Background: an optimization exercise with open tools, aiming at small area, a short achievable clock period and few clock cycles per item. Do not read the settings as production practice.
The RTL was checked by simulation tests, not by an equivalence proof against the original design.

==> flow/design.v (outline; a module is shown in full before it is edited, if it fits) <==
// module ibs_divider: 46 lines
// module ibs_sq: 1005 lines
// module incremental_bounding_sphere: 287 lines
module incremental_bounding_sphere (
	input  logic        clk,
	input  logic        arst_n,
	input  logic        in_valid,
	output logic        in_stall,
	input  logic signed [31:0] point_x,
	input  logic signed [31:0] point_y,
	input  logic signed [31:0] point_z,
	input  logic        start_new,
	output logic        out_valid,
	input  logic        out_stall,
	output logic signed [31:0] center_x,
	output logic signed [31:0] center_y,
	output logic signed [31:0] center_z,
	output logic [31:0] sphere_radius,
	output logic        grew,
	output logic        saturated
);
  // ...
==> flow/flow/run.sh <==
#!/bin/bash
# The standard layout (standard.sh: ORFS with the standard synthesis), with
# repair_timing asked for more setup slack than the clock period needs, so the
# resizer keeps working on the critical paths past the point the 16 ns clock needs.
set -euo pipefail
bash standard.sh SETUP_SLACK_MARGIN=10 finish > orfs_make.log 2>&1
==> flow/standard.sh <==
#!/bin/bash
# synth_recipe.tcl (not shown) runs the flow's synth.tcl, then flattens the netlist and writes it again
# the make line also repeats each setting of config.mk as NAME=value (left out here)
make -C /OpenROAD-flow-scripts/flow DESIGN_CONFIG=/design/flow/config.mk WORK_HOME=/design/flow/orfs CLKGATE_MAP_FILE= SYNTH_SCRIPT=/design/flow/synth_recipe.tcl "${@:-finish}"
==> flow/config.mk <==
export PLATFORM = sky130hd
export DESIGN_NAME = incremental_bounding_sphere
export DESIGN_NICKNAME = incremental_bounding_sphere
export VERILOG_FILES = /design/flow/design.v
export SDC_FILE = /design/flow/constraint.sdc
export NUM_CORES = 4
export LEC_CHECK = 0
export ABC_CLOCK_PERIOD_IN_PS = 4000
export CAP_MARGIN = 20
export CORE_MARGIN = 2
export CORE_UTILIZATION = 50
export SLEW_MARGIN = 20
==> flow/constraint.sdc <==
create_clock -name core_clock -period 16.0 [get_ports {clk}]
set_input_delay 3.2000 -clock core_clock [delete_from_list [all_inputs] [get_ports {clk}]]
set_output_delay 3.2000 -clock core_clock [all_outputs]
set_load 0.01 [all_outputs]
==> results.sh, run 1 <==
export IMPL_die_area_um2=196000
export IMPL_cts_post_setup_buffers_inserted=70
export IMPL_final_period_utilization_pct=37.49
export IMPL_multi_input_gate_share_of_the_layout_cell_area_pct=62.99
export IMPL_grt_pass1_wl_um=595500
export IMPL_clock_sinks=834
export IMPL_top_library_cells_by_usage_in_the_layout_fill_and_taps_aside="1,443 x sky130_fd_sc_hd__inv_1, 1,069 x sky130_fd_sc_hd__nor2_1, 991 x sky130_fd_sc_hd__nand2_1"
export IMPL_timing_critical_path_max_delay_family="compound AO/OA/AOI/OAI gates"
export IMPL_largest_incremental_delay_on_the_critical_path_ns=0.53
export IMPL_setup_slack_of_the_critical_path_after_layout_ns=10.00
export IMPL_synthTopCellsByCount="1,448 x sky130_fd_sc_hd__inv_1, 1,080 x sky130_fd_sc_hd__nor2_1, 1,000 x sky130_fd_sc_hd__nand2_1"
export IMPL_core_rowCount=161
export IMPL_synth_largest_type_area_fraction_pct=16.12
export IMPL_rrSetupSlack_ns=10.00
export IMPL_synthArstFlopShare_pct=0.8393
export IMPL_largest_registers="g_div.u_div.rem_q x99, mag_q x99"
export IMPL_yosys_register_bits=834
export IMPL_yosys_area_share_xor_xnor_pct=6.195
export IMPL_multi_input_comb_cells=8638
export IMPL_layout_commonest_cell="sky130_fd_sc_hd__inv_1"
export IMPL_tritoncts="built"
export IMPL_final_hold_viol_count=0
export IMPL_worst_path_fanout_max=19
export IMPL_cts_hold_repair_buffers=0
export IMPL_cp_num_buf_inv=5
export IMPL_number_of_flops_mapped_to_enable_cells_by_yosys=509
export IMPL_route_top_layer_used="met5"
export IMPL_area_dominant_class="multi-input combinational cells"
export IMPL_dr_pass1_iters=7
export IMPL_status="complete, no violations"
export IMPL_tritoncts_num_buffers=106
Testbench counts, summed over its fixed seeds: cycles 51,864, points 5,466.
==> run 2, diff against run 1 <==
==> flow/run.sh (new file) <==
#!/bin/bash
# synth_recipe.tcl (not shown) runs the flow's synth.tcl, then flattens the netlist and writes it again
# the make line also repeats each setting of config.mk as NAME=value (left out here)
make -C /OpenROAD-flow-scripts/flow DESIGN_CONFIG=/design/flow/config.mk WORK_HOME=/design/flow/orfs CLKGATE_MAP_FILE= SYNTH_SCRIPT=/design/flow/synth_recipe.tcl finish
removed: flow/flow/run.sh
removed: flow/standard.sh
==> results.sh, run 2 <==
export IMPL_grt_pass1_wl_um=589800
export IMPL_synthArstFlopShare_pct=0.8393
export IMPL_final_instance_count_excl_fill=14140
export IMPL_dr_pass1_iters=9
export IMPL_area_growth_pct=9.697
export IMPL_rrSetupSlack_ns=7.30
export IMPL_violation_count_after_the_first_detailed_route_iteration=10130
export IMPL_slew_violations=0
export IMPL_ys_seq_area_share_pct=22.68
export IMPL_r2r_start="state_q[0]"
export IMPL_timing_max_cap_violations=0
export IMPL_clock_sinks=834
export IMPL_tritoncts="built"
export IMPL_relative_slew_slack_pct=13.20
export IMPL_largest_registers="g_div.u_div.rem_q x99, mag_q x99"
export IMPL_synth_largest_type_area_fraction_pct=16.12
export IMPL_netlist_area_um2=96250
export IMPL_drc=0
export IMPL_synthesis_yosys_warnings=19
export IMPL_place_port_buffers=232
export IMPL_final_period_utilization_pct=54.39
export IMPL_dp_final_hpwl_um=316400
export IMPL_die_height_um=442.7
export IMPL_hold_path_startpoint="empty_q"
export IMPL_cts_hold_repair_buffers=0
export IMPL_worstSetupPathType="reg2reg"
export IMPL_finalCriticalPeriod_ns=8.702
export IMPL_synth_compound_area_share_pct=19.93
export IMPL_vias_per_cell=6.293
export IMPL_avg_cell_area_syn_um2=8.422
export IMPL_yosys_top_cells_area="sky130_fd_sc_hd__fa_1 16%, sky130_fd_sc_hd__edfxtp_1 16%, sky130_fd_sc_hd__ha_1 10%"
export IMPL_antenna_found_initial=23
export IMPL_worst_hold_depth=1
export IMPL_final_hold_viol_count=0
export IMPL_cts_reportedPaths_clkPinSlew_ns=0.06
export IMPL_htreeDepth=3
export IMPL_ant_nets=0
export IMPL_start_util_pct=50.13
export IMPL_die_width_um=442.7
export IMPL_status="complete, no violations"
export IMPL_layout_drive_gt1_share_pct=5.434
export IMPL_syn_nets=13090
export IMPL_cts_post_setup_buffers_inserted=0
export IMPL_finClkSkew_ns=0.05724
export IMPL_tritoncts_num_buffers=106
export IMPL_grt_util_overall_pct=40.97
export IMPL_maximum_number_of_pins_on_one_net_before_global_route_repair=171
export IMPL_cts_root_buf="sky130_fd_sc_hd__clkbuf_16"
export IMPL_setup_violations=0
export IMPL_hold_path_endpoint="empty_q"
export IMPL_worstHoldPathType="reg2reg"
export IMPL_placed_cells_incl_taps=13920
export IMPL_netlist_top_cell_by_area="sky130_fd_sc_hd__fa_1"
export IMPL_max_slew_worst_pin_slew_ns=1.297
export IMPL_core_rowCount=161
export IMPL_clock_insertion_delay_worst_skew_ns=0.81
export IMPL_grt_overflow=0
export IMPL_routabilityCongestion=1.043
export IMPL_top_library_cells_by_usage_in_the_layout_fill_and_taps_aside="1,446 x sky130_fd_sc_hd__inv_1, 1,073 x sky130_fd_sc_hd__nor2_1, 995 x sky130_fd_sc_hd__nand2_1"
export IMPL_ys_flop_type="sky130_fd_sc_hd__edfxtp_1"
export IMPL_reg2reg_depth=22
export IMPL_top_level_ports=233
export IMPL_fmaxAchievable_mhz=114.9
export IMPL_combinational_family_with_the_most_area_after_synthesis="adder cells"
export IMPL_worstPathRequired_ns=16.69
export IMPL_synth_cells=11430
export IMPL_worst_path_fanout_max=104
export IMPL_synth_fa_ha_area_share_pct=26.38
export IMPL_synthTopCellsByCount="1,448 x sky130_fd_sc_hd__inv_1, 1,080 x sky130_fd_sc_hd__nor2_1, 1,000 x sky130_fd_sc_hd__nand2_1"
export IMPL_clk_path_buf_depth=3
export IMPL_yosys_area_share_xor_xnor_pct=6.195
export IMPL_cp_end_kind="register"
export IMPL_core_area_um2=192000
export IMPL_num_nets_final=13170
export IMPL_post_synth_top_count_cell="sky130_fd_sc_hd__inv_1"
export IMPL_cts_resized=0
export IMPL_totalNegativeSetupSlack_ns=0
export IMPL_grt_setup_unrepaired="false"
export IMPL_synthMuxAreaShare_pct=2.412
export IMPL_yosys_register_bits=834
export IMPL_worst_endpoint_arrival_ns=9.40
export IMPL_synthSimpleGateAreaFrac_pct=14.70
export IMPL_layout_commonest_cell="sky130_fd_sc_hd__inv_1"
export IMPL_crit_reg2reg_capture="state_q[0]"
export IMPL_worst_setup_start_kind="register"
export IMPL_via_count=88960
export IMPL_routedWlPerCell_um=28.92
export IMPL_grt_pass1_vias=86560
export IMPL_number_of_flops_mapped_to_enable_cells_by_yosys=509
export IMPL_synth_cell_types=105
export IMPL_drt_wl_total_um=408800
export IMPL_die_area_um2=196000
run 2: worst max path at each step:
stage                   to  cells after the start       start  slack (ns)
6_report        state_q[0]                     22  state_q[0]        7.30
3_5_place_dp    state_q[0]                     26  state_q[0]        7.65
4_1_cts         state_q[0]                     26  state_q[0]        7.62
2_1_floorplan  ctr_q[0][0]                      5  state_q[2]        8.84
5_1_grt               grew                     26  state_q[0]        7.05
3_3_place_gp          grew                     26  state_q[0]        7.59
run 2: critical path, cell delays in order, from the launching register on:
cell and delay (ns):
sky130_fd_sc_hd__dfrtp_2 0.34, sky130_fd_sc_hd__buf_4 0.61, sky130_fd_sc_hd__nand2_1 0.10, sky130_fd_sc_hd__buf_4 0.34, sky130_fd_sc_hd__inv_4 0.66, sky130_fd_sc_hd__buf_12 0.49, sky130_fd_sc_hd__nand2_2 0.53, sky130_fd_sc_hd__buf_4 0.44
sky130_fd_sc_hd__xnor2_1 0.32, sky130_fd_sc_hd__a222oi_1 0.11, sky130_fd_sc_hd__nor2_1 0.16, sky130_fd_sc_hd__inv_1 0.09, sky130_fd_sc_hd__fa_1 0.49, sky130_fd_sc_hd__fa_1 0.52, sky130_fd_sc_hd__fa_1 0.57, sky130_fd_sc_hd__inv_1 0.05
sky130_fd_sc_hd__ha_1 0.29, sky130_fd_sc_hd__nand4_1 0.22, sky130_fd_sc_hd__nor4_1 0.49, sky130_fd_sc_hd__o2111ai_1 0.20, sky130_fd_sc_hd__a41oi_1 0.95, sky130_fd_sc_hd__nand2_1 0.11, sky130_fd_sc_hd__o311ai_0 0.34
run 2: cell families after synthesis:
| kind of cell | Yosys count |
|---|---|
| AND/OR/NAND/NOR | 3133 |
| AO/OA/AOI/OAI | 3101 |
| buffers and inverters | 1962 |
| adder cells (fa/ha/maj) | 1564 |
| flip-flops | 834 |
| XOR/XNOR | 679 |
| multiplexers | 155 |
run 2: stage by stage:
stage | hold slack [ns] | worst slack, ns | util (%) | area, um^2
6_report | 0.4587 | 7.298 | 55.00 | 105600
5_1_grt | 0.4737 | 7.051 | 54.98 | 105500
4_1_cts | 0.4571 | 7.624 | 54.98 | 105500
3_5_place_dp | 0.4483 | 7.651 | 53.06 | 101900
3_3_place_gp | 0.4450 | 7.594 | 53.05 | 101800
2_1_floorplan | 0.4375 | 8.838 | - | 96250
run 2: layout make-up:
class,count,area [um^2]
diodes,16,40.04
well taps,2526,3161
inverters,1459,5489
flip-flops and latches,834,21830
clock inverters,71,809.5
multi-input cells,8632,67250
fillers,17850,86400
repair buffers,469,4134
clock buffers,129,2863
run 2: layer usage:
layer,GRT usage [%],wire length [um],vias to the layer above
met1,50.97,154400,43670
met5,0,127,-
met3,9.251,40850,1124
met2,62.96,179600,4606
met4,29.15,33780,20
li1,-,-,39530
==> module incremental_bounding_sphere, before the edit <==
module incremental_bounding_sphere (
	input  logic        clk,
	input  logic        arst_n,
	input  logic        in_valid,
	output logic        in_stall,
	input  logic signed [31:0] point_x,
	input  logic signed [31:0] point_y,
	input  logic signed [31:0] point_z,
	input  logic        start_new,
	output logic        out_valid,
	input  logic        out_stall,
	output logic signed [31:0] center_x,
	output logic signed [31:0] center_y,
	output logic signed [31:0] center_z,
	output logic [31:0] sphere_radius,
	output logic        grew,
	output logic        saturated
);
	ibs_pkg::ibs_state_t state_q;
	logic               pv_q;
	logic               pf_q;
	logic [COORD_W-1:0] p_q [3];
	logic [COORD_W-1:0] ctr_q [3];
	logic [RAD_W-1:0]   rad_q;
	logic               empty_q;
	logic [MAG_W:0]     mag_q [3];
	logic [2:0]         neg_q;
	logic [2:0]         big_q;
	logic [2*MAG_W-1:0] sqs_q, sqc_q;
	logic [SQ_W-1:0]    acc_q;
	logic [DIST_W+1:0]  rem_q;
	logic [DIST_W-1:0]  root_q;
	logic [3:0]         pr_q;
	logic               first_q;
	logic               eq_q;
	logic [5:0]         cnt_q;
	logic [RAD_W-1:0]   h_q;
	logic               hbit_q;
	function automatic logic [5:0] bitlen(input logic [31:0] v);
		bitlen = '0;
		for (int i = 0; i < 32; i++)
			if (v[i]) bitlen = 6'(i + 1);
	endfunction
	logic take;
	assign in_stall = pv_q;
	assign take = pv_q && (state_q == ST_IDLE) && !((pf_q || empty_q) && out_valid);
	logic [ADD_W-1:0] add_a [3];
	logic [ADD_W-1:0] add_b [3];
	logic             add_c [3];
	logic [ADD_W-1:0] add_y [3];
	logic [MAG_W-1:0] quot [3];
	always_comb begin
		for (int i = 0; i < 3; i++) begin
			unique case (state_q)
				ST_IDLE: begin
					add_a[i] = {{(ADD_W-COORD_W){p_q[i][COORD_W-1]}}, p_q[i]};
					add_b[i] = ~{{(ADD_W-COORD_W){ctr_q[i][COORD_W-1]}}, ctr_q[i]};
					add_c[i] = 1'b1;
				end
				ST_CHK: begin
					add_a[i] = '0;
					add_b[i] = {{(ADD_W-MAG_W-1){mag_q[i][MAG_W]}}, mag_q[i]} ^ {ADD_W{neg_q[i]}};
					add_c[i] = neg_q[i];
				end
				ST_HALF: begin
					add_a[i] = ADD_W'(root_q);
					add_b[i] = (i == 0) ? ~(ADD_W'(rad_q)) : ADD_W'(rad_q);
					add_c[i] = (i == 0);
				end
				default: begin
					add_a[i] = {{(ADD_W-COORD_W){ctr_q[i][COORD_W-1]}}, ctr_q[i]};
					add_b[i] = ADD_W'(quot[i]) ^ {ADD_W{neg_q[i]}};
					add_c[i] = neg_q[i];
				end
			endcase
			add_y[i] = add_a[i] + add_b[i] + ADD_W'(add_c[i]);
		end
	end
	logic [MAG_W-1:0] bx [3];
	logic [MAG_W-1:0] bbig;
	logic [1:0]       bcst;
	logic [MAG_W+3:0] bsum;
	logic [MAG_W+2:0] blim;
	logic             in_bound;
	logic             chk;
	logic [2:0]       big;
	assign chk = (state_q == ST_CHK);
	always_comb begin
		for (int i = 0; i < 3; i++)
			bx[i] = mag_q[i][MAG_W-1:0] ^ {MAG_W{chk && neg_q[i]}};
		bbig = chk ? '0 : ((big_q[0] ? bx[0] : '0) | (big_q[1] ? bx[1] : '0) | (big_q[2] ? bx[2] : '0));
		bcst = chk ? 2'(neg_q[0]) + 2'(neg_q[1]) + 2'(neg_q[2]) : 2'd1;
		blim = chk ? (MAG_W+3)'(rad_q) : (MAG_W+3)'({rad_q, 1'b0});
		bsum = (MAG_W+4)'(bx[0]) + (MAG_W+4)'(bx[1]) + (MAG_W+4)'(bx[2]) + (MAG_W+4)'(bbig)
			+ (MAG_W+4)'(bcst) + {1'b1, ~blim};
		in_bound = bsum[MAG_W+3];
		big[0] = (bx[0] >= bx[1]) && (bx[0] >= bx[2]);
		big[1] = !big[0] && (bx[1] >= bx[2]);
		big[2] = !big[0] && !big[1];
	end
	logic [MAG_W-1:0]   sq_in;
	logic [2*MAG_W-1:0] sq_s, sq_c;
	always_comb begin
		unique case (state_q)
			ST_SQ0:  sq_in = mag_q[0][MAG_W-1:0];
			ST_SQ1:  sq_in = mag_q[1][MAG_W-1:0];
			default: sq_in = mag_q[2][MAG_W-1:0];
		endcase
	end
	ibs_sq u_sq (.x(sq_in), .s(sq_s), .c(sq_c));
	logic [SQ_W-1:0] acc_sum;
	assign acc_sum = ((state_q == ST_SQ1) ? '0 : acc_q) + SQ_W'(sqs_q) + SQ_W'(sqc_q);
	localparam int unsigned TW = DIST_W + 7;
	logic [SQ_W+1:0]   accx;
	logic [RAD_W+1:0]  radx;
	logic [4:0]        nib;
	logic [3:0]        pm, pn;
	logic [TW-1:0]     rt_t, rt_1, rt_2, rt_3;
	logic [1:0]        rt_dig;
	logic [DIST_W+1:0] rt_rem;
	logic [1:0]        rdig;
	always_comb begin
		accx = {2'b00, acc_q};
		radx = {2'b00, rad_q};
		nib  = cnt_q[5:1];
		pm   = accx[4*nib +: 4];
		pn   = accx[4*(nib - 5'd1) +: 4];
		rdig = radx[2*nib +: 2];
		rt_t = TW'({rem_q, pr_q});
		rt_1 = rt_t - TW'({root_q, 3'b001});
		rt_2 = rt_t - TW'({root_q, 4'b0100});
		rt_3 = rt_t - TW'({root_q, 4'b0000}) - TW'({root_q, 3'b000}) - TW'(9);
		if (first_q) begin
			rt_dig = (pm >= 4'd9) ? 2'd3 : (pm >= 4'd4) ? 2'd2 : (pm != 4'd0) ? 2'd1 : 2'd0;
			rt_rem = (DIST_W+2)'(pm - 4'(rt_dig) * 4'(rt_dig));
		end else if (!rt_3[TW-1]) begin
			rt_dig = 2'd3;
			rt_rem = rt_3[DIST_W+1:0];
		end else if (!rt_2[TW-1]) begin
			rt_dig = 2'd2;
			rt_rem = rt_2[DIST_W+1:0];
		end else if (!rt_1[TW-1]) begin
			rt_dig = 2'd1;
			rt_rem = rt_1[DIST_W+1:0];
		end else begin
			rt_dig = 2'd0;
			rt_rem = rt_t[DIST_W+1:0];
		end
	end
	logic rt_lt, rt_gt;
	assign rt_lt = eq_q && (rt_dig < rdig);
	assign rt_gt = rt_dig > rdig;
	logic md_clear, md_step;
	assign md_clear = (state_q == ST_HALF);
	assign md_step  = (state_q == ST_MDIV);
	for (genvar i = 0; i < 3; i++) begin : g_div
		ibs_divider u_div (
			.clk   (clk),
			.clear (md_clear),
			.step  (md_step),
			.hbit  (hbit_q),
			.mag   (mag_q[i][MAG_W-1:0]),
			.den   (root_q),
			.quot  (quot[i])
		);
	end
	logic keep_done;
	always_comb begin
		keep_done = 1'b0;
		unique case (state_q)
			ST_CHK, ST_SQ0: keep_done = in_bound;
			ST_ROOT:        keep_done = rt_lt || (cnt_q == 6'd1 && eq_q && !rt_gt);
			ST_OWAIT:       keep_done = 1'b1;
			default:        ;
		endcase
	end
	always_ff @(posedge clk or negedge arst_n) begin
		if (!arst_n) begin
			state_q   <= ST_IDLE;
			pv_q      <= 1'b0;
			empty_q   <= 1'b1;
			out_valid <= 1'b0;
		end else begin
			if (!pv_q) pv_q <= in_valid;
			else if (take) pv_q <= 1'b0;
			if (out_valid && !out_stall) out_valid <= 1'b0;
			if (keep_done) begin
				if (!out_valid) begin
					out_valid <= 1'b1;
					state_q   <= ST_IDLE;
				end else state_q <= ST_OWAIT;
			end else begin
				unique case (state_q)
					ST_IDLE: if (take) begin
						if (pf_q || empty_q) begin
							empty_q   <= 1'b0;
							out_valid <= 1'b1;
						end else state_q <= ST_CHK;
					end
					ST_CHK:   state_q <= ST_SQ0;
					ST_SQ0:   state_q <= ST_SQ1;
					ST_SQ1:   state_q <= ST_SQ2;
					ST_SQ2:   state_q <= ST_SQ3;
					ST_SQ3:   state_q <= ST_ROOT;
					ST_ROOT:  if (cnt_q == 6'd1) state_q <= ST_HALF;
					ST_HALF:  state_q <= ST_MNORM;
					ST_MNORM: state_q <= (h_q == '0) ? ST_UPD : ST_MDIV;
					ST_MDIV:  if (cnt_q == 6'd0) state_q <= ST_UPD;
					ST_UPD: if (!out_valid) begin
						out_valid <= 1'b1;
						state_q   <= ST_IDLE;
					end
					default: state_q <= ST_IDLE;
				endcase
			end
		end
	end
	always_ff @(posedge clk) begin
		if (!pv_q) begin
			p_q[0] <= point_x;
			p_q[1] <= point_y;
			p_q[2] <= point_z;
			pf_q   <= start_new;
		end
		sqs_q <= sq_s;
		sqc_q <= sq_c;
		if (keep_done && !out_valid) grew <= 1'b0;
		unique case (state_q)
			ST_IDLE: if (take) begin
				if (pf_q || empty_q) begin
					for (int i = 0; i < 3; i++) ctr_q[i] <= p_q[i];
					rad_q <= '0;
					grew  <= 1'b1;
				end else begin
					for (int i = 0; i < 3; i++) begin
						mag_q[i] <= add_y[i][MAG_W:0];
						neg_q[i] <= add_y[i][MAG_W];
					end
				end
			end
			ST_CHK: begin
				for (int i = 0; i < 3; i++) mag_q[i] <= {1'b0, add_y[i][MAG_W-1:0]};
				big_q <= big;
			end
			ST_SQ0: cnt_q <= bitlen(bbig) | 6'd1;
			ST_SQ1, ST_SQ2: acc_q <= acc_sum;
			ST_SQ3: begin
				acc_q   <= acc_sum;
				rem_q   <= '0;
				root_q  <= '0;
				eq_q    <= 1'b1;
				first_q <= 1'b1;
			end
			ST_ROOT: begin
				cnt_q   <= cnt_q - 6'd2;
				pr_q    <= pn;
				first_q <= 1'b0;
				rem_q   <= rt_rem;
				root_q  <= {root_q[DIST_W-3:0], rt_dig};
				if (rt_gt) eq_q <= 1'b0;
			end
			ST_HALF: begin
				h_q   <= add_y[0][RAD_W:1];
				acc_q <= SQ_W'(add_y[1][RAD_W+1] ? '1 : add_y[1][RAD_W:1]);
			end
			ST_MNORM: begin
				cnt_q  <= bitlen(h_q) - 6'd1;
				hbit_q <= 1'b1;
			end
			ST_MDIV: begin
				cnt_q  <= cnt_q - 6'd1;
				hbit_q <= h_q[cnt_q[4:0] - 5'd1];
			end
			ST_UPD: if (!out_valid) begin
				grew <= 1'b1;
				for (int i = 0; i < 3; i++) ctr_q[i] <= add_y[i][COORD_W-1:0];
				rad_q <= acc_q[RAD_W-1:0];
			end
			default: ;
		endcase
	end
	assign center_x = ctr_q[0];
	assign center_y = ctr_q[1];
	assign center_z = ctr_q[2];
	assign sphere_radius = rad_q;
	assign saturated = &rad_q;
endmodule
==> run 3, diff against run 2 <==
--- a/flow/design.v
+++ b/flow/design.v
@@ -5,19 +5,29 @@
 	localparam int unsigned DIST_W  = 33;    
 	localparam int unsigned RAD_W   = 32;
 	localparam int unsigned ADD_W   = 34;    
-	typedef enum logic [3:0] {
-		ST_IDLE  = 4'd0,    
-		ST_CHK   = 4'd1,    
-		ST_SQ0   = 4'd2,    
-		ST_SQ1   = 4'd3,    
-		ST_SQ2   = 4'd4,    
-		ST_SQ3   = 4'd5,    
-		ST_ROOT  = 4'd6,    
-		ST_HALF  = 4'd7,    
-		ST_MNORM = 4'd8,    
-		ST_MDIV  = 4'd9,    
-		ST_UPD   = 4'd10,   
-		ST_OWAIT = 4'd11    
+	localparam int unsigned SI_IDLE  = 0;
+	localparam int unsigned SI_CHK   = 1;
+	localparam int unsigned SI_SQ0   = 2;
+	localparam int unsigned SI_SQ1   = 3;
+	localparam int unsigned SI_SQ2   = 4;
+	localparam int unsigned SI_ROOT  = 5;
+	localparam int unsigned SI_HALF  = 6;
+	localparam int unsigned SI_MNORM = 7;
+	localparam int unsigned SI_MDIV  = 8;
+	localparam int unsigned SI_UPD   = 9;
+	localparam int unsigned SI_OWAIT = 10;
+	typedef enum logic [10:0] {
+		ST_IDLE  = 11'd1,     
+		ST_CHK   = 11'd2,     
+		ST_SQ0   = 11'd4,     
+		ST_SQ1   = 11'd8,     
+		ST_SQ2   = 11'd16,    
+		ST_ROOT  = 11'd32,    
+		ST_HALF  = 11'd64,    
+		ST_MNORM = 11'd128,   
+		ST_MDIV  = 11'd256,   
+		ST_UPD   = 11'd512,   
+		ST_OWAIT = 11'd1024   
 	} ibs_state_t;
 endpackage
 import ibs_pkg::*;
@@ -1098,6 +1108,7 @@
 	logic [COORD_W-1:0] ctr_q [3];
 	logic [RAD_W-1:0]   rad_q;
 	logic               empty_q;
+	logic               sat_q;
 	logic [MAG_W:0]     mag_q [3];
 	logic [2:0]         neg_q;
 	logic [2:0]         big_q;
@@ -1118,37 +1129,30 @@
 	endfunction
 	logic take;
 	assign in_stall = pv_q;
-	assign take = pv_q && (state_q == ST_IDLE) && !((pf_q || empty_q) && out_valid);
+	assign take = pv_q && state_q[SI_IDLE] && !((pf_q || empty_q) && out_valid);
 	logic [ADD_W-1:0] add_a [3];
 	logic [ADD_W-1:0] add_b [3];
 	logic             add_c [3];
 	logic [ADD_W-1:0] add_y [3];
+	logic [ADD_W:0]   add_w [3];
 	logic [MAG_W-1:0] quot [3];
+	logic m_idle, m_chk, m_half, m_upd;
+	assign m_idle = state_q[SI_IDLE];
+	assign m_chk  = state_q[SI_CHK];
+	assign m_half = state_q[SI_HALF];
+	assign m_upd  = state_q[SI_UPD];
 	always_comb begin
 		for (int i = 0; i < 3; i++) begin
-			unique case (state_q)
-				ST_IDLE: begin
-					add_a[i] = {{(ADD_W-COORD_W){p_q[i][COORD_W-1]}}, p_q[i]};
-					add_b[i] = ~{{(ADD_W-COORD_W){ctr_q[i][COORD_W-1]}}, ctr_q[i]};
-					add_c[i] = 1'b1;
-				end
-				ST_CHK: begin
-					add_a[i] = '0;
-					add_b[i] = {{(ADD_W-MAG_W-1){mag_q[i][MAG_W]}}, mag_q[i]} ^ {ADD_W{neg_q[i]}};
-					add_c[i] = neg_q[i];
-				end
-				ST_HALF: begin
-					add_a[i] = ADD_W'(root_q);
-					add_b[i] = (i == 0) ? ~(ADD_W'(rad_q)) : ADD_W'(rad_q);
-					add_c[i] = (i == 0);
-				end
-				default: begin
-					add_a[i] = {{(ADD_W-COORD_W){ctr_q[i][COORD_W-1]}}, ctr_q[i]};
-					add_b[i] = ADD_W'(quot[i]) ^ {ADD_W{neg_q[i]}};
-					add_c[i] = neg_q[i];
-				end
-			endcase
-			add_y[i] = add_a[i] + add_b[i] + ADD_W'(add_c[i]);
+			add_a[i] = ({ADD_W{m_idle}} & {{(ADD_W-COORD_W){p_q[i][COORD_W-1]}}, p_q[i]})
+				| ({ADD_W{m_half}} & ADD_W'(root_q))
+				| ({ADD_W{m_upd}} & {{(ADD_W-COORD_W){ctr_q[i][COORD_W-1]}}, ctr_q[i]});
+			add_b[i] = ({ADD_W{m_idle}} & ~{{(ADD_W-COORD_W){ctr_q[i][COORD_W-1]}}, ctr_q[i]})
+				| ({ADD_W{m_chk}} & ({{(ADD_W-MAG_W-1){mag_q[i][MAG_W]}}, mag_q[i]} ^ {ADD_W{neg_q[i]}}))
+				| ({ADD_W{m_half}} & (ADD_W'(rad_q) ^ {ADD_W{i == 0}}))
+				| ({ADD_W{m_upd}} & (ADD_W'(quot[i]) ^ {ADD_W{neg_q[i]}}));
+			add_c[i] = m_idle || (m_chk && neg_q[i]) || (m_half && i == 0) || (m_upd && neg_q[i]);
+			add_w[i] = {add_a[i], 1'b1} + {add_b[i], add_c[i]};
+			add_y[i] = add_w[i][ADD_W:1];
 		end
 	end
 	logic [MAG_W-1:0] bx [3];
@@ -1159,7 +1163,7 @@
 	logic             in_bound;
 	logic             chk;
 	logic [2:0]       big;
-	assign chk = (state_q == ST_CHK);
+	assign chk = state_q[SI_CHK];
 	always_comb begin
 		for (int i = 0; i < 3; i++)
 			bx[i] = mag_q[i][MAG_W-1:0] ^ {MAG_W{chk && neg_q[i]}};
@@ -1175,16 +1179,14 @@
 	end
 	logic [MAG_W-1:0]   sq_in;
 	logic [2*MAG_W-1:0] sq_s, sq_c;
-	always_comb begin
-		unique case (state_q)
-			ST_SQ0:  sq_in = mag_q[0][MAG_W-1:0];
-			ST_SQ1:  sq_in = mag_q[1][MAG_W-1:0];
-			default: sq_in = mag_q[2][MAG_W-1:0];
-		endcase
-	end
+	logic [MAG_W-1:0] sq_x0;
+	assign sq_x0 = mag_q[0][MAG_W-1:0] ^ {MAG_W{neg_q[0]}};
+	assign sq_in = ({MAG_W{state_q[SI_CHK]}} & sq_x0)
+		| ({MAG_W{state_q[SI_SQ0]}} & mag_q[1][MAG_W-1:0])
+		| ({MAG_W{state_q[SI_SQ1]}} & mag_q[2][MAG_W-1:0]);
 	ibs_sq u_sq (.x(sq_in), .s(sq_s), .c(sq_c));
 	logic [SQ_W-1:0] acc_sum;
-	assign acc_sum = ((state_q == ST_SQ1) ? '0 : acc_q) + SQ_W'(sqs_q) + SQ_W'(sqc_q);
+	assign acc_sum = acc_q + SQ_W'(sqs_q) + SQ_W'(sqc_q);
 	localparam int unsigned TW = DIST_W + 7;
 	logic [SQ_W+1:0]   accx;
 	logic [RAD_W+1:0]  radx;
@@ -1226,8 +1228,8 @@
 	assign rt_lt = eq_q && (rt_dig < rdig);
 	assign rt_gt = rt_dig > rdig;
 	logic md_clear, md_step;
-	assign md_clear = (state_q == ST_HALF);
-	assign md_step  = (state_q == ST_MDIV);
+	assign md_clear = state_q[SI_HALF];
+	assign md_step  = state_q[SI_MDIV];
 	for (genvar i = 0; i < 3; i++) begin : g_div
 		ibs_divider u_div (
 			.clk   (clk),
@@ -1240,15 +1242,9 @@
 		);
 	end
 	logic keep_done;
-	always_comb begin
-		keep_done = 1'b0;
-		unique case (state_q)
-			ST_CHK, ST_SQ0: keep_done = in_bound;
-			ST_ROOT:        keep_done = rt_lt || (cnt_q == 6'd1 && eq_q && !rt_gt);
-			ST_OWAIT:       keep_done = 1'b1;
-			default:        ;
-		endcase
-	end
+	assign keep_done = ((state_q[SI_CHK] || state_q[SI_SQ0]) && in_bound)
+		|| (state_q[SI_ROOT] && (rt_lt || (cnt_q == 6'd1 && eq_q && !rt_gt)))
+		|| state_q[SI_OWAIT];
 	always_ff @(posedge clk or negedge arst_n) begin
 		if (!arst_n) begin
 			state_q   <= ST_IDLE;
@@ -1265,23 +1261,22 @@
 					state_q   <= ST_IDLE;
 				end else state_q <= ST_OWAIT;
 			end else begin
-				unique case (state_q)
-					ST_IDLE: if (take) begin
+				case (1'b1)
+					state_q[SI_IDLE]: if (take) begin
 						if (pf_q || empty_q) begin
 							empty_q   <= 1'b0;
 							out_valid <= 1'b1;
 						end else state_q <= ST_CHK;
 					end
-					ST_CHK:   state_q <= ST_SQ0;
-					ST_SQ0:   state_q <= ST_SQ1;
-					ST_SQ1:   state_q <= ST_SQ2;
-					ST_SQ2:   state_q <= ST_SQ3;
-					ST_SQ3:   state_q <= ST_ROOT;
-					ST_ROOT:  if (cnt_q == 6'd1) state_q <= ST_HALF;
-					ST_HALF:  state_q <= ST_MNORM;
-					ST_MNORM: state_q <= (h_q == '0) ? ST_UPD : ST_MDIV;
-					ST_MDIV:  if (cnt_q == 6'd0) state_q <= ST_UPD;
-					ST_UPD: if (!out_valid) begin
+					state_q[SI_CHK]:   state_q <= ST_SQ0;
+					state_q[SI_SQ0]:   state_q <= ST_SQ1;
+					state_q[SI_SQ1]:   state_q <= ST_SQ2;
+					state_q[SI_SQ2]:   state_q <= ST_ROOT;
+					state_q[SI_ROOT]:  if (cnt_q == 6'd1) state_q <= ST_HALF;
+					state_q[SI_HALF]:  state_q <= ST_MNORM;
+					state_q[SI_MNORM]: state_q <= (h_q == '0) ? ST_UPD : ST_MDIV;
+					state_q[SI_MDIV]:  if (cnt_q == 6'd0) state_q <= ST_UPD;
+					state_q[SI_UPD]: if (!out_valid) begin
 						out_valid <= 1'b1;
 						state_q   <= ST_IDLE;
 					end
@@ -1300,11 +1295,12 @@
 		sqs_q <= sq_s;
 		sqc_q <= sq_c;
 		if (keep_done && !out_valid) grew <= 1'b0;
-		unique case (state_q)
-			ST_IDLE: if (take) begin
+		case (1'b1)
+			state_q[SI_IDLE]: if (take) begin
 				if (pf_q || empty_q) begin
 					for (int i = 0; i < 3; i++) ctr_q[i] <= p_q[i];
 					rad_q <= '0;
+					sat_q <= 1'b0;
 					grew  <= 1'b1;
 				end else begin
 					for (int i = 0; i < 3; i++) begin
@@ -1313,20 +1309,24 @@
 					end
 				end
 			end
-			ST_CHK: begin
+			state_q[SI_CHK]: begin
+				acc_q <= neg_q[0] ? SQ_W'({sq_x0, 1'b1}) : '0;
 				for (int i = 0; i < 3; i++) mag_q[i] <= {1'b0, add_y[i][MAG_W-1:0]};
 				big_q <= big;
 			end
-			ST_SQ0: cnt_q <= bitlen(bbig) | 6'd1;
-			ST_SQ1, ST_SQ2: acc_q <= acc_sum;
-			ST_SQ3: begin
+			state_q[SI_SQ0]: begin
+				cnt_q <= bitlen(bbig) | 6'd1;
+				acc_q <= acc_sum;
+			end
+			state_q[SI_SQ1]: acc_q <= acc_sum;
+			state_q[SI_SQ2]: begin
 				acc_q   <= acc_sum;
 				rem_q   <= '0;
 				root_q  <= '0;
 				eq_q    <= 1'b1;
 				first_q <= 1'b1;
 			end
-			ST_ROOT: begin
+			state_q[SI_ROOT]: begin
 				cnt_q   <= cnt_q - 6'd2;
 				pr_q    <= pn;
 				first_q <= 1'b0;
@@ -1334,22 +1334,23 @@
 				root_q  <= {root_q[DIST_W-3:0], rt_dig};
 				if (rt_gt) eq_q <= 1'b0;
 			end
-			ST_HALF: begin
+			state_q[SI_HALF]: begin
 				h_q   <= add_y[0][RAD_W:1];
 				acc_q <= SQ_W'(add_y[1][RAD_W+1] ? '1 : add_y[1][RAD_W:1]);
 			end
-			ST_MNORM: begin
+			state_q[SI_MNORM]: begin
 				cnt_q  <= bitlen(h_q) - 6'd1;
 				hbit_q <= 1'b1;
 			end
-			ST_MDIV: begin
+			state_q[SI_MDIV]: begin
 				cnt_q  <= cnt_q - 6'd1;
 				hbit_q <= h_q[cnt_q[4:0] - 5'd1];
 			end
-			ST_UPD: if (!out_valid) begin
+			state_q[SI_UPD]: if (!out_valid) begin
 				grew <= 1'b1;
 				for (int i = 0; i < 3; i++) ctr_q[i] <= add_y[i][COORD_W-1:0];
 				rad_q <= acc_q[RAD_W-1:0];
+				sat_q <= &acc_q[RAD_W-1:0];
 			end
 			default: ;
 		endcase
@@ -1358,5 +1359,5 @@
 	assign center_y = ctr_q[1];
 	assign center_z = ctr_q[2];
 	assign sphere_radius = rad_q;
-	assign saturated = &rad_q;
+	assign saturated = sat_q;
 endmodule
==> flow/flow/run.sh (new file) <==
#!/bin/bash
# The standard layout (standard.sh: ORFS with the standard synthesis, each
# ORFS step logging to orfs/logs/), with repair_timing asked for more setup slack
# than the 16 ns clock needs, so the resizer keeps working on the critical paths.
set -euo pipefail
bash standard.sh SETUP_SLACK_MARGIN=11 finish > orfs_make.log 2>&1
==> flow/standard.sh (new file) <==
#!/bin/bash
# synth_recipe.tcl (not shown) runs the flow's synth.tcl, then flattens the netlist and writes it again
# the make line also repeats each setting of config.mk as NAME=value (left out here)
make -C /OpenROAD-flow-scripts/flow DESIGN_CONFIG=/design/flow/config.mk WORK_HOME=/design/flow/orfs CLKGATE_MAP_FILE= SYNTH_SCRIPT=/design/flow/synth_recipe.tcl "${@:-finish}"
--- a/flow/config.mk
+++ b/flow/config.mk
@@ -8,5 +8,5 @@
 export ABC_CLOCK_PERIOD_IN_PS = 4000
 export CAP_MARGIN = 20
 export CORE_MARGIN = 2
-export CORE_UTILIZATION = 50
+export CORE_UTILIZATION = 55
 export SLEW_MARGIN = 20
removed: flow/run.sh
==> results.sh, run 3 <==
export IMPL_status="complete, no violations"
export IMPL_worst_setup_start_kind="register"
export IMPL_relative_slew_slack_pct=10.61
export IMPL_antenna_found_initial=68
export IMPL_area_growth_pct=21.23
export IMPL_die_height_um=418.1
export IMPL_largest_registers="g_div.u_div.rem_q x99, mag_q x99"
export IMPL_yosys_top_cells_area="sky130_fd_sc_hd__fa_1 16%, sky130_fd_sc_hd__edfxtp_1 16%, sky130_fd_sc_hd__ha_1 11%"
export IMPL_worst_hold_depth=1
export IMPL_clock_sinks=842
export IMPL_totalNegativeSetupSlack_ns=0
export IMPL_synth_largest_type_area_fraction_pct=16.41
export IMPL_grt_overflow=0
export IMPL_fmaxAchievable_mhz=176.5
export IMPL_finClkSkew_ns=0.06137
export IMPL_die_area_um2=174800
export IMPL_dr_pass1_iters=10
export IMPL_tritoncts="built"
export IMPL_top_level_ports=233
export IMPL_synthTopCellsByCount="1,441 x sky130_fd_sc_hd__inv_1, 963 x sky130_fd_sc_hd__nand2_1, 914 x sky130_fd_sc_hd__nor2_1"
export IMPL_layout_core_utilization_pct=67.30
export IMPL_post_synth_top_count_cell="sky130_fd_sc_hd__inv_1"
export IMPL_layout_commonest_cell="sky130_fd_sc_hd__inv_1"
export IMPL_worst_path_most_repeated_cell="sky130_fd_sc_hd__fa_1"
export IMPL_timing_critical_path_max_delay_family="adder cells"
export IMPL_ant_nets=0
export IMPL_placed_cells_incl_taps=12880
export IMPL_crit_slowest_cell="sky130_fd_sc_hd__fa_1"
export IMPL_grt_pass1_wl_um=602600
export IMPL_netlist_area_um2=94290
export IMPL_ys_seq_area_share_pct=23.37
export IMPL_die_width_um=418.1
export IMPL_critical_path_cell_count=20
export IMPL_place_port_buffers=232
export IMPL_core_rowCount=151
export IMPL_start_util_pct=55.51
export IMPL_layout_drive_gt1_share_pct=14.91
export IMPL_setup_violations=0
export IMPL_routedWlPerCell_um=32.21
export IMPL_finalCriticalPeriod_ns=5.664
export IMPL_synth_cells=10730
export IMPL_num_nets_final=13040
export IMPL_worstSetupPathType="reg2reg"
export IMPL_max_slew_worst_pin_slew_ns=1.336
export IMPL_dp_final_hpwl_um=303300
export IMPL_drc=0
export IMPL_final_period_utilization_pct=35.40
export IMPL_grt_pass1_vias=86640
export IMPL_largest_incremental_delay_on_the_critical_path_ns=0.52
export IMPL_htreeDepth=3
export IMPL_synthArstFlopShare_pct=1.663
export IMPL_cts_hold_repair_buffers=0
export IMPL_via_count=91340
export IMPL_yosys_register_bits=842
export IMPL_timing_max_cap_violations=0
export IMPL_grt_setup_unrepaired="true"
export IMPL_number_of_flops_mapped_to_enable_cells_by_yosys=510
export IMPL_final_hold_viol_count=0
export IMPL_avg_cell_area_syn_um2=8.789
export IMPL_synth_cell_types=89
export IMPL_grt_util_overall_pct=48.10
export IMPL_final_instance_count_excl_fill=13700
export IMPL_worstPathRequired_ns=16.75
export IMPL_cts_reportedPaths_clkPinSlew_ns=0.06
export IMPL_maximum_number_of_pins_on_one_net_before_global_route_repair=168
export IMPL_dpl_instance_area_um2=99210
export IMPL_reg2reg_depth=20
export IMPL_routabilityCongestion=1.059
export IMPL_syn_nets=12430
export IMPL_worst_endpoint_arrival_ns=6.41
export IMPL_core_area_um2=169800
export IMPL_worst_path_fanout_max=16
export IMPL_ys_flop_type="sky130_fd_sc_hd__edfxtp_1"
export IMPL_worstHoldPathType="reg2reg"
export IMPL_stdcell_area_um2=114300
export IMPL_synthesis_yosys_warnings=21
export IMPL_violation_count_after_the_first_detailed_route_iteration=11890
export IMPL_slew_violations=0
export IMPL_tritoncts_num_buffers=101
export IMPL_top_library_cells_by_usage_in_the_layout_fill_and_taps_aside="1,402 x sky130_fd_sc_hd__inv_1, 882 x sky130_fd_sc_hd__nor2_1, 849 x sky130_fd_sc_hd__nand2_1"
export IMPL_netlist_top_cell_by_area="sky130_fd_sc_hd__fa_1"
export IMPL_cp_end_kind="register"
export IMPL_path_cells="buf_12 > nand2_8 > bufbuf_16 > xnor2_1 > a222oi_1 > or2_2 > fa_1 > fa_1 > fa_1 > inv_1 > ha_1 > o21a_1 > o2111ai_2 > o21ai_4 > a221o_1 > inv_2 > o311ai_4 > nand2_4 > buf_4 > o31a_1"
export IMPL_cts_root_buf="sky130_fd_sc_hd__clkbuf_16"
export IMPL_vias_per_cell=6.665
export IMPL_cp_num_buf_inv=5
export IMPL_clk_path_buf_depth=3
export IMPL_clock_insertion_delay_worst_skew_ns=0.82
export IMPL_drt_wl_total_um=441400
## run 3: cell types whose count changed in the layout (fill, tap and decap cells not counted), sizes merged, moves of 87 or more
cell           delta
xor2            +147
nor2            -166
clkdlybuf4s50    -87
o21ai           -265
a21o             +87
buf             +417
a21oi           -374
## run 3: cell families (layout without fill, tap and decap cells)
group	Yosys count	count (layout)	share of synthesized area [%]
mux	153	153	2.347
buf+inv	1890	2587	7.532
other cells	0	54	0
simple gates	2855	2862	13.73
xor+xnor	800	800	7.446
flops	842	842	23.37
fa+ha+maj	1596	1596	27.33
compound gates	2592	2592	18.25
## run 3: final timing paths
| check | startpoint | to | slack (ns) |
|---|---|---|---|
| worst max-delay path | state_q[1] | empty_q | 10.34 |
| worst min-delay path | empty_q | empty_q | 0.48 |
| worst max register to register | state_q[1] | empty_q | 10.34 |
| worst min register to register | empty_q | empty_q | 0.48 |
| max in group asynchronous | arst_n | state_q[9] | 12.51 |
| min in group asynchronous | arst_n | state_q[8] | 2.87 |
## run 3: area by class of cell
cell class	instances	area, um^2
Fill cell	13680	55540
Multi-Input combinational cell	8003	69190
Timing Repair Buffer	950	11110
Timing Repair inverter	1	11.26
Clock buffer	131	2795
Antenna cell	54	135.1
Clock inverter	58	700.7
Inverter	1447	5533
Tap cell	2218	2775
Sequential cell	842	22060
## run 3: repair_timing
action	CTS	global route
buffers inserted	304	191
pin swaps	114	225
gates resized for setup	664	582
endpoints found under the setup margin	695	365
cloned	45	41
## run 3: through the flow
stage | hold slack (ns) | setup WS, ns
finish | 0.4777 | 10.34
global route | 0.4866 | 10.19
CTS | 0.4714 | 10.47
detailed placement | 0.4606 | 8.745
global placement | 0.4544 | 8.843
floorplan | 0.4398 | 10.27
## run 3: routing by layer
layer | part of all wire (%) | GRT usage (%) | vias up
li1 | - | - | 38220
met1 | 33 | 54.84 | 44170
met2 | 42 | 69.67 | 6678
met3 | 13 | 17.05 | 2234
met4 | 12 | 45.87 | 38
met5 | 0.11 | 0.5835 | -
Testbench counts of run 3, summed over its fixed seeds: cycles 50,083, points 5,466.
==> module ibs_divider, before the edit <==
module ibs_divider (
	input  logic                      clk,
	input  logic                      clear,
	input  logic                      step,
	input  logic                      hbit,
	input  logic [ibs_pkg::MAG_W-1:0]  mag,
	input  logic [ibs_pkg::DIST_W-1:0] den,
	output logic [ibs_pkg::MAG_W-1:0]  quot
);
	localparam int unsigned XW = DIST_W + 2;
	logic [DIST_W-1:0] rem_q;
	logic [XW-1:0]     xa, xb, n1, n2;
	logic [XW-1:0]     s1, c1, s2, c2;
	logic [XW-1:0]     x, x1, x2;
	logic              ge1, ge2;
	assign xa = {1'b0, rem_q, 1'b0};
	assign xb = hbit ? XW'(mag) : '0;
	assign n1 = ~(XW'(den));
	assign n2 = ~{1'b0, den, 1'b0};
	assign s1 = xa ^ xb ^ n1;
	assign c1 = {(xa[XW-2:0] & xb[XW-2:0]) | (xa[XW-2:0] & n1[XW-2:0]) | (xb[XW-2:0] & n1[XW-2:0]), 1'b1};
	assign s2 = xa ^ xb ^ n2;
	assign c2 = {(xa[XW-2:0] & xb[XW-2:0]) | (xa[XW-2:0] & n2[XW-2:0]) | (xb[XW-2:0] & n2[XW-2:0]), 1'b1};
	assign x  = xa + xb;
	assign x1 = s1 + c1;
	assign x2 = s2 + c2;
	assign ge1 = !x1[XW-1];
	assign ge2 = !x2[XW-1];
	always_ff @(posedge clk) begin
		if (clear) begin
			rem_q <= '0;
			quot  <= '0;
		end else if (step) begin
			if (ge2) begin
				rem_q <= DIST_W'(x2);
				quot  <= {quot[MAG_W-2:0] + 1'b1, 1'b0};
			end else if (ge1) begin
				rem_q <= DIST_W'(x1);
				quot  <= {quot[MAG_W-2:0], 1'b1};
			end else begin
				rem_q <= DIST_W'(x);
				quot  <= {quot[MAG_W-2:0], 1'b0};
			end
		end
	end
endmodule
==> run 4, diff against run 3 <==
--- a/flow/design.v
+++ b/flow/design.v
@@ -12,22 +12,20 @@
 	localparam int unsigned SI_SQ2   = 4;
 	localparam int unsigned SI_ROOT  = 5;
 	localparam int unsigned SI_HALF  = 6;
-	localparam int unsigned SI_MNORM = 7;
-	localparam int unsigned SI_MDIV  = 8;
-	localparam int unsigned SI_UPD   = 9;
-	localparam int unsigned SI_OWAIT = 10;
-	typedef enum logic [10:0] {
-		ST_IDLE  = 11'd1,     
-		ST_CHK   = 11'd2,     
-		ST_SQ0   = 11'd4,     
-		ST_SQ1   = 11'd8,     
-		ST_SQ2   = 11'd16,    
-		ST_ROOT  = 11'd32,    
-		ST_HALF  = 11'd64,    
-		ST_MNORM = 11'd128,   
-		ST_MDIV  = 11'd256,   
-		ST_UPD   = 11'd512,   
-		ST_OWAIT = 11'd1024   
+	localparam int unsigned SI_MDIV  = 7;
+	localparam int unsigned SI_UPD   = 8;
+	localparam int unsigned SI_OWAIT = 9;
+	typedef enum logic [9:0] {
+		ST_IDLE  = 10'd1,     
+		ST_CHK   = 10'd2,     
+		ST_SQ0   = 10'd4,     
+		ST_SQ1   = 10'd8,     
+		ST_SQ2   = 10'd16,    
+		ST_ROOT  = 10'd32,    
+		ST_HALF  = 10'd64,    
+		ST_MDIV  = 10'd128,   
+		ST_UPD   = 10'd256,   
+		ST_OWAIT = 10'd512    
 	} ibs_state_t;
 endpackage
 import ibs_pkg::*;
@@ -35,19 +33,20 @@
 	input  logic                      clk,
 	input  logic                      clear,
 	input  logic                      step,
-	input  logic                      hbit,
+	input  logic                      nbit,
 	input  logic [ibs_pkg::MAG_W-1:0]  mag,
 	input  logic [ibs_pkg::DIST_W-1:0] den,
 	output logic [ibs_pkg::MAG_W-1:0]  quot
 );
 	localparam int unsigned XW = DIST_W + 2;
 	logic [DIST_W-1:0] rem_q;
+	logic [MAG_W-1:0]  xb_q;
 	logic [XW-1:0]     xa, xb, n1, n2;
 	logic [XW-1:0]     s1, c1, s2, c2;
 	logic [XW-1:0]     x, x1, x2;
 	logic              ge1, ge2;
 	assign xa = {1'b0, rem_q, 1'b0};
-	assign xb = hbit ? XW'(mag) : '0;
+	assign xb = XW'(xb_q);
 	assign n1 = ~(XW'(den));
 	assign n2 = ~{1'b0, den, 1'b0};
 	assign s1 = xa ^ xb ^ n1;
@@ -60,6 +59,7 @@
 	assign ge1 = !x1[XW-1];
 	assign ge2 = !x2[XW-1];
 	always_ff @(posedge clk) begin
+		xb_q <= nbit ? mag : '0;
 		if (clear) begin
 			rem_q <= '0;
 			quot  <= '0;
@@ -1112,6 +1112,8 @@
 	logic [MAG_W:0]     mag_q [3];
 	logic [2:0]         neg_q;
 	logic [2:0]         big_q;
+	logic [2:0]         xn_q;
+	logic               lim2_q;
 	logic [2*MAG_W-1:0] sqs_q, sqc_q;
 	logic [SQ_W-1:0]    acc_q;
 	logic [DIST_W+1:0]  rem_q;
@@ -1119,9 +1121,9 @@
 	logic [3:0]         pr_q;
 	logic               first_q;
 	logic               eq_q;
+	logic               lt_q;
 	logic [5:0]         cnt_q;
 	logic [RAD_W-1:0]   h_q;
-	logic               hbit_q;
 	function automatic logic [5:0] bitlen(input logic [31:0] v);
 		bitlen = '0;
 		for (int i = 0; i < 32; i++)
@@ -1161,15 +1163,13 @@
 	logic [MAG_W+3:0] bsum;
 	logic [MAG_W+2:0] blim;
 	logic             in_bound;
-	logic             chk;
 	logic [2:0]       big;
-	assign chk = state_q[SI_CHK];
 	always_comb begin
 		for (int i = 0; i < 3; i++)
-			bx[i] = mag_q[i][MAG_W-1:0] ^ {MAG_W{chk && neg_q[i]}};
-		bbig = chk ? '0 : ((big_q[0] ? bx[0] : '0) | (big_q[1] ? bx[1] : '0) | (big_q[2] ? bx[2] : '0));
-		bcst = chk ? 2'(neg_q[0]) + 2'(neg_q[1]) + 2'(neg_q[2]) : 2'd1;
-		blim = chk ? (MAG_W+3)'(rad_q) : (MAG_W+3)'({rad_q, 1'b0});
+			bx[i] = mag_q[i][MAG_W-1:0] ^ {MAG_W{xn_q[i]}};
+		bbig = (big_q[0] ? bx[0] : '0) | (big_q[1] ? bx[1] : '0) | (big_q[2] ? bx[2] : '0);
+		bcst = 2'(xn_q[0]) + 2'(xn_q[1]) + 2'(xn_q[2]) + 2'(lim2_q);
+		blim = lim2_q ? (MAG_W+3)'({rad_q, 1'b0}) : (MAG_W+3)'(rad_q);
 		bsum = (MAG_W+4)'(bx[0]) + (MAG_W+4)'(bx[1]) + (MAG_W+4)'(bx[2]) + (MAG_W+4)'(bbig)
 			+ (MAG_W+4)'(bcst) + {1'b1, ~blim};
 		in_bound = bsum[MAG_W+3];
@@ -1224,10 +1224,13 @@
 			rt_rem = rt_t[DIST_W+1:0];
 		end
 	end
-	logic rt_lt, rt_gt;
+	logic rt_lt, rt_eq;
 	assign rt_lt = eq_q && (rt_dig < rdig);
-	assign rt_gt = rt_dig > rdig;
-	logic md_clear, md_step;
+	assign rt_eq = eq_q && (rt_dig == rdig);
+	logic md_clear, md_step, md_nbit;
+	assign md_nbit = state_q[SI_HALF] || (state_q[SI_MDIV] && h_q[cnt_q[4:0] - 5'd1]);
+	logic [RAD_W-1:0] h_new;
+	assign h_new = add_y[0][RAD_W:1];
 	assign md_clear = state_q[SI_HALF];
 	assign md_step  = state_q[SI_MDIV];
 	for (genvar i = 0; i < 3; i++) begin : g_div
@@ -1235,7 +1238,7 @@
 			.clk   (clk),
 			.clear (md_clear),
 			.step  (md_step),
-			.hbit  (hbit_q),
+			.nbit  (md_nbit),
 			.mag   (mag_q[i][MAG_W-1:0]),
 			.den   (root_q),
 			.quot  (quot[i])
@@ -1243,7 +1246,8 @@
 	end
 	logic keep_done;
 	assign keep_done = ((state_q[SI_CHK] || state_q[SI_SQ0]) && in_bound)
-		|| (state_q[SI_ROOT] && (rt_lt || (cnt_q == 6'd1 && eq_q && !rt_gt)))
+		|| (state_q[SI_ROOT] && lt_q)
+		|| (state_q[SI_HALF] && (lt_q || eq_q))
 		|| state_q[SI_OWAIT];
 	always_ff @(posedge clk or negedge arst_n) begin
 		if (!arst_n) begin
@@ -1273,8 +1277,7 @@
 					state_q[SI_SQ1]:   state_q <= ST_SQ2;
 					state_q[SI_SQ2]:   state_q <= ST_ROOT;
 					state_q[SI_ROOT]:  if (cnt_q == 6'd1) state_q <= ST_HALF;
-					state_q[SI_HALF]:  state_q <= ST_MNORM;
-					state_q[SI_MNORM]: state_q <= (h_q == '0) ? ST_UPD : ST_MDIV;
+					state_q[SI_HALF]:  state_q <= (h_new == '0) ? ST_UPD : ST_MDIV;
 					state_q[SI_MDIV]:  if (cnt_q == 6'd0) state_q <= ST_UPD;
 					state_q[SI_UPD]: if (!out_valid) begin
 						out_valid <= 1'b1;
@@ -1292,6 +1295,7 @@
 			p_q[2] <= point_z;
 			pf_q   <= start_new;
 		end
+		lim2_q <= state_q[SI_CHK];
 		sqs_q <= sq_s;
 		sqc_q <= sq_c;
 		if (keep_done && !out_valid) grew <= 1'b0;
@@ -1306,13 +1310,16 @@
 					for (int i = 0; i < 3; i++) begin
 						mag_q[i] <= add_y[i][MAG_W:0];
 						neg_q[i] <= add_y[i][MAG_W];
+						xn_q[i]  <= add_y[i][MAG_W];
 					end
+					big_q <= '0;
 				end
 			end
 			state_q[SI_CHK]: begin
 				acc_q <= neg_q[0] ? SQ_W'({sq_x0, 1'b1}) : '0;
 				for (int i = 0; i < 3; i++) mag_q[i] <= {1'b0, add_y[i][MAG_W-1:0]};
 				big_q <= big;
+				xn_q  <= '0;
 			end
 			state_q[SI_SQ0]: begin
 				cnt_q <= bitlen(bbig) | 6'd1;
@@ -1324,6 +1331,7 @@
 				rem_q   <= '0;
 				root_q  <= '0;
 				eq_q    <= 1'b1;
+				lt_q    <= 1'b0;
 				first_q <= 1'b1;
 			end
 			state_q[SI_ROOT]: begin
@@ -1332,20 +1340,15 @@
 				first_q <= 1'b0;
 				rem_q   <= rt_rem;
 				root_q  <= {root_q[DIST_W-3:0], rt_dig};
-				if (rt_gt) eq_q <= 1'b0;
+				eq_q    <= rt_eq;
+				lt_q    <= rt_lt;
 			end
 			state_q[SI_HALF]: begin
-				h_q   <= add_y[0][RAD_W:1];
+				h_q   <= h_new;
+				cnt_q <= bitlen(h_new) - 6'd1;
 				acc_q <= SQ_W'(add_y[1][RAD_W+1] ? '1 : add_y[1][RAD_W:1]);
 			end
-			state_q[SI_MNORM]: begin
-				cnt_q  <= bitlen(h_q) - 6'd1;
-				hbit_q <= 1'b1;
-			end
-			state_q[SI_MDIV]: begin
-				cnt_q  <= cnt_q - 6'd1;
-				hbit_q <= h_q[cnt_q[4:0] - 5'd1];
-			end
+			state_q[SI_MDIV]:  cnt_q <= cnt_q - 6'd1;
 			state_q[SI_UPD]: if (!out_valid) begin
 				grew <= 1'b1;
 				for (int i = 0; i < 3; i++) ctr_q[i] <= add_y[i][COORD_W-1:0];
==> flow/flow/run.sh (replaced) <==
#!/bin/bash
# The standard layout (standard.sh: ORFS with the standard synthesis, each
# ORFS step logging to orfs/logs/), with two changes to how it is made:
#  - repair_timing is asked for more setup slack than the 16 ns clock needs, so
#    the resizer keeps working on the critical paths;
#  - the port buffers (every input and output still gets one) are buf_2 cells
#    rather than the delay buffers buffer_ports picks by default.
set -euo pipefail
bash standard.sh SETUP_SLACK_MARGIN=11.3 \
	'BUFFER_PORTS_ARGS=-buffer_cell sky130_fd_sc_hd__buf_2' \
	finish > orfs_make.log 2>&1
--- a/flow/config.mk
+++ b/flow/config.mk
@@ -8,5 +8,5 @@
 export ABC_CLOCK_PERIOD_IN_PS = 4000
 export CAP_MARGIN = 20
 export CORE_MARGIN = 2
-export CORE_UTILIZATION = 55
+export CORE_UTILIZATION = 50
 export SLEW_MARGIN = 20
==> results.sh, run 4 <==
export IMPL_netlist_area_um2=96960
export IMPL_final_instance_count_excl_fill=14230
export IMPL_dp_final_hpwl_um=320900
export IMPL_netlist_top_cell_by_area="sky130_fd_sc_hd__fa_1"
export IMPL_grt_setup_unrepaired="true"
export IMPL_synthArstFlopShare_pct=1.386
export IMPL_worstSetupPathType="reg2reg"
export IMPL_ys_flop_type="sky130_fd_sc_hd__edfxtp_1"
export IMPL_setup_violations=0
export IMPL_cts_root_buf="sky130_fd_sc_hd__clkbuf_16"
export IMPL_area_growth_pct=21.24
export IMPL_grt_overflow=0
export IMPL_filler_cell_count=16670
export IMPL_fmaxAchievable_mhz=185.0
export IMPL_routedWlPerCell_um=31.25
export IMPL_violation_count_after_the_first_detailed_route_iteration=10800
export IMPL_synth_compound_area_share_pct=17.48
export IMPL_yosys_top_cells_area="sky130_fd_sc_hd__fa_1 16%, sky130_fd_sc_hd__edfxtp_1 16%, sky130_fd_sc_hd__ha_1 11%"
export IMPL_worst_endpoint_arrival_ns=6.15
export IMPL_top_library_cells_by_usage_in_the_layout_fill_and_taps_aside="1,281 x sky130_fd_sc_hd__inv_1, 945 x sky130_fd_sc_hd__nor2_1, 908 x sky130_fd_sc_hd__nand2_1"
export IMPL_dpl_instance_area_um2=101700
export IMPL_final_period_utilization_pct=33.78
export IMPL_drc=0
export IMPL_maximum_number_of_pins_on_one_net_before_global_route_repair=131
export IMPL_grt_use_met3_pct=10.85
export IMPL_cts_reportedPaths_clkPinSlew_ns=0.06
export IMPL_clock_insertion_delay_worst_skew_ns=0.85
export IMPL_antenna_found_initial=42
export IMPL_layout_drive_gt1_share_pct=18.12
export IMPL_tritoncts_num_buffers=117
export IMPL_cp_end_kind="register"
export IMPL_via_count=89730
export IMPL_clock_sinks=938
export IMPL_grt_util_overall_pct=43.47
export IMPL_worstHoldPathType="reg2reg"
export IMPL_status="complete, no violations"
export IMPL_synth_largest_type_area_fraction_pct=15.96
export IMPL_core_rowCount=161
export IMPL_tritoncts="built"
export IMPL_final_hold_viol_count=0
export IMPL_max_slew_worst_pin_slew_ns=1.323
export IMPL_combinational_family_with_the_most_area_after_synthesis="adder cells"
export IMPL_yosys_register_bits=938
export IMPL_worst_setup_start_kind="register"
export IMPL_synth_cells=10900
export IMPL_timing_max_cap_violations=0
export IMPL_syn_nets=12600
export IMPL_finalCriticalPeriod_ns=5.405
export IMPL_use_met1_pct=55.21
export IMPL_setup_slack_of_the_critical_path_after_layout_ns=10.60
export IMPL_routabilityCongestion=1.081
export IMPL_dr_pass1_iters=8
export IMPL_core_area_um2=192600
export IMPL_place_worst_setup_slack_ns=8.512
export IMPL_grt_busiest_layer="met2"
export IMPL_finClkSkew_ns=0.07078
export IMPL_die_area_um2=197500
export IMPL_clk_path_buf_depth=3
export IMPL_yosys_area_share_xor_xnor_pct=7.444
export IMPL_top_level_ports=233
export IMPL_start_util_pct=50.35
export IMPL_stdcell_area_um2=117500
export IMPL_die_width_um=444.4
export IMPL_grt_pass1_vias=86530
export IMPL_place_port_buffers=232
export IMPL_synthSimpleGateAreaFrac_pct=14.52
export IMPL_slew_violations=0
export IMPL_ys_seq_area_share_pct=24.70
export IMPL_synthesis_yosys_warnings=21
export IMPL_worstPathRequired_ns=16.75
export IMPL_post_synth_top_count_cell="sky130_fd_sc_hd__inv_1"
export IMPL_registers_top_by_ff_count="g_div.u_div.rem_q"
export IMPL_synth_cell_types=113
export IMPL_vias_per_cell=6.304
export IMPL_avg_cell_area_syn_um2=8.893
export IMPL_gr_usage_met2_pct=63.39
export IMPL_synth_fa_ha_area_share_pct=26.59
export IMPL_number_of_flops_mapped_to_enable_cells_by_yosys=510
export IMPL_drt_wl_total_um=444800
export IMPL_totalNegativeSetupSlack_ns=0
export IMPL_layout_core_utilization_pct=61.04
export IMPL_layout_commonest_cell="sky130_fd_sc_hd__inv_1"
export IMPL_largest_registers="g_div.u_div.rem_q x99, mag_q x97"
export IMPL_htreeDepth=3
export IMPL_grt_pass1_wl_um=615900
export IMPL_synthMuxAreaShare_pct=2.251
export IMPL_num_nets_final=13280
export IMPL_die_height_um=444.4
export IMPL_relative_slew_slack_pct=11.29
export IMPL_synthTopCellsByCount="1,363 x sky130_fd_sc_hd__inv_1, 994 x sky130_fd_sc_hd__nor2_1, 949 x sky130_fd_sc_hd__nand2_1"
export IMPL_largest_reg_flops=99
export IMPL_ant_nets=0
export IMPL_placed_cells_incl_taps=13420
export IMPL_worst_path_fanout_max=8
[run 4: cell count changes after synthesis, sizes merged, moves of 51 or more]
cell / change
xnor2: -97
xor2: +122
nor2b: +64
dfxtp: +97
a21o: -62
o211ai: -51
nor2: +80
inv: -78
[run 4: per-stage QoR]
stage	hold slack, ns
CTS	0.4651
global placement	0.4415
finish	0.4620
detailed placement	0.4425
floorplan	0.3983
global route	0.4772
[run 4: worst paths after layout]
path / start / to / slack, ns / cells past startpoint
setup / recovery: xn_q[1] / state_q[0] / 10.60 / 20
hold / removal: grew / grew / 0.46 / 1
setup reg to reg: xn_q[1] / state_q[0] / 10.60 / 20
hold reg to reg: grew / grew / 0.46 / 1
max in group asynchronous: arst_n / state_q[0] / 13.37 / 1
min in group asynchronous: arst_n / out_valid / 2.30 / 1
[run 4: what timing repair did]
action                                  CTS  global route
pin swaps                               160           229
gates cloned                             40            16
hold buffers                              0             0
resized for setup                       768           528
endpoints found under the setup margin  740           425
buffers inserted                        343           170
endpoints found under the hold margin     0             0
[run 4: cell families after synthesis]
logic type,count (synthesis)
DFF,938
muxes,146
adders and majority gates,1597
buffers and inverters,1797
and+or+nand+nor,3074
AOI/OAI and AO/OA,2527
xor gates and xnor gates,824
[run 4: critical path, stage by stage (launching register included)]
cell,delay [ns]
sky130_fd_sc_hd__edfxtp_1,0.44
sky130_fd_sc_hd__buf_12,0.19
sky130_fd_sc_hd__fa_1,0.49
sky130_fd_sc_hd__ha_2,0.19
sky130_fd_sc_hd__xor2_2,0.16
sky130_fd_sc_hd__fa_1,0.47
sky130_fd_sc_hd__fa_1,0.55
sky130_fd_sc_hd__fa_1,0.43
sky130_fd_sc_hd__ha_1,0.29
sky130_fd_sc_hd__a31o_2,0.21
sky130_fd_sc_hd__a21o_1,0.17
sky130_fd_sc_hd__a211oi_2,0.19
sky130_fd_sc_hd__o21a_1,0.16
sky130_fd_sc_hd__o21ai_2,0.08
sky130_fd_sc_hd__a21oi_4,0.20
sky130_fd_sc_hd__o21ai_4,0.11
sky130_fd_sc_hd__a221oi_4,0.37
sky130_fd_sc_hd__a2bb2oi_4,0.21
sky130_fd_sc_hd__buf_12,0.16
sky130_fd_sc_hd__a211oi_2,0.05
sky130_fd_sc_hd__a21oi_1,0.18
[run 4: final cells by class]
cell class | instances | area, um^2 | share of cell area [%]
Multi-Input combinational cell | 8171 | 70720 | 60.16
Sequential cell | 938 | 23980 | 20.40
Timing Repair Buffer | 983 | 10280 | 8.750
Inverter | 1366 | 5196 | 4.421
Clock buffer | 159 | 3258 | 2.772
Tap cell | 2526 | 3161 | 2.689
Clock inverter | 64 | 842.1 | 0.7164
Antenna cell | 25 | 62.56 | 0.05322
Timing Repair inverter | 2 | 41.29 | 0.03513
[run 4: routing by layer]
layer  up-vias  wire (um)
met2      5263     185700
met3      1330      48730
met5         -        181
met4        16      42930
li1      38970          -
met1     44160     167200
Testbench counts of run 4, summed over its fixed seeds: cycles 49,528, points 5,466.

-- static timing again, ports no longer ideal --
The results above use ideal ports. As a check the final layouts listed here were re-extracted and re-timed, cells and wires unchanged.
Step 1 (the two cells are an assumption about what drives the block):
set clk [get_ports {clk}]
set_driving_cell -lib_cell sky130_fd_sc_hd__clkbuf_16 $clk
set_driving_cell -lib_cell sky130_fd_sc_hd__buf_2 [delete_from_list [all_inputs] $clk]
Step 2 adds t to the input delays and takes it off the output delays; t is the mean of the earliest and latest rising clock arrival at the registers after step 1. Input paths then give back, and output paths get back, about the clock's delay inside the block.
a / b / c = ideal ports / drivers / drivers and shift; a / b = the first two.
| run | t (ns) | slack for setup (ns) | worst hold slack (ns) | clock arrival spread, ns | worst slew at a driven data input, ns |
|---|---|---|---|---|---|
| run 1 | 0.889 | 10.002 / 10.002 / 10.002 | 0.463 / 0.463 / 0.463 | 0.078 / 0.078 | 0.13 |
| run 2 | 0.880 | 7.298 / 7.298 / 7.298 | 0.459 / 0.459 / 0.459 | 0.058 / 0.058 | 0.15 |
| run 3 | 0.882 | 10.336 / 10.336 / 10.336 | 0.478 / 0.478 / 0.478 | 0.063 / 0.062 | 0.12 |
| run 4 | 0.911 | 10.595 / 10.595 / 10.595 | 0.462 / 0.462 / 0.462 | 0.075 / 0.074 | 0.06 |
After both steps setup and hold are still met in every run listed.
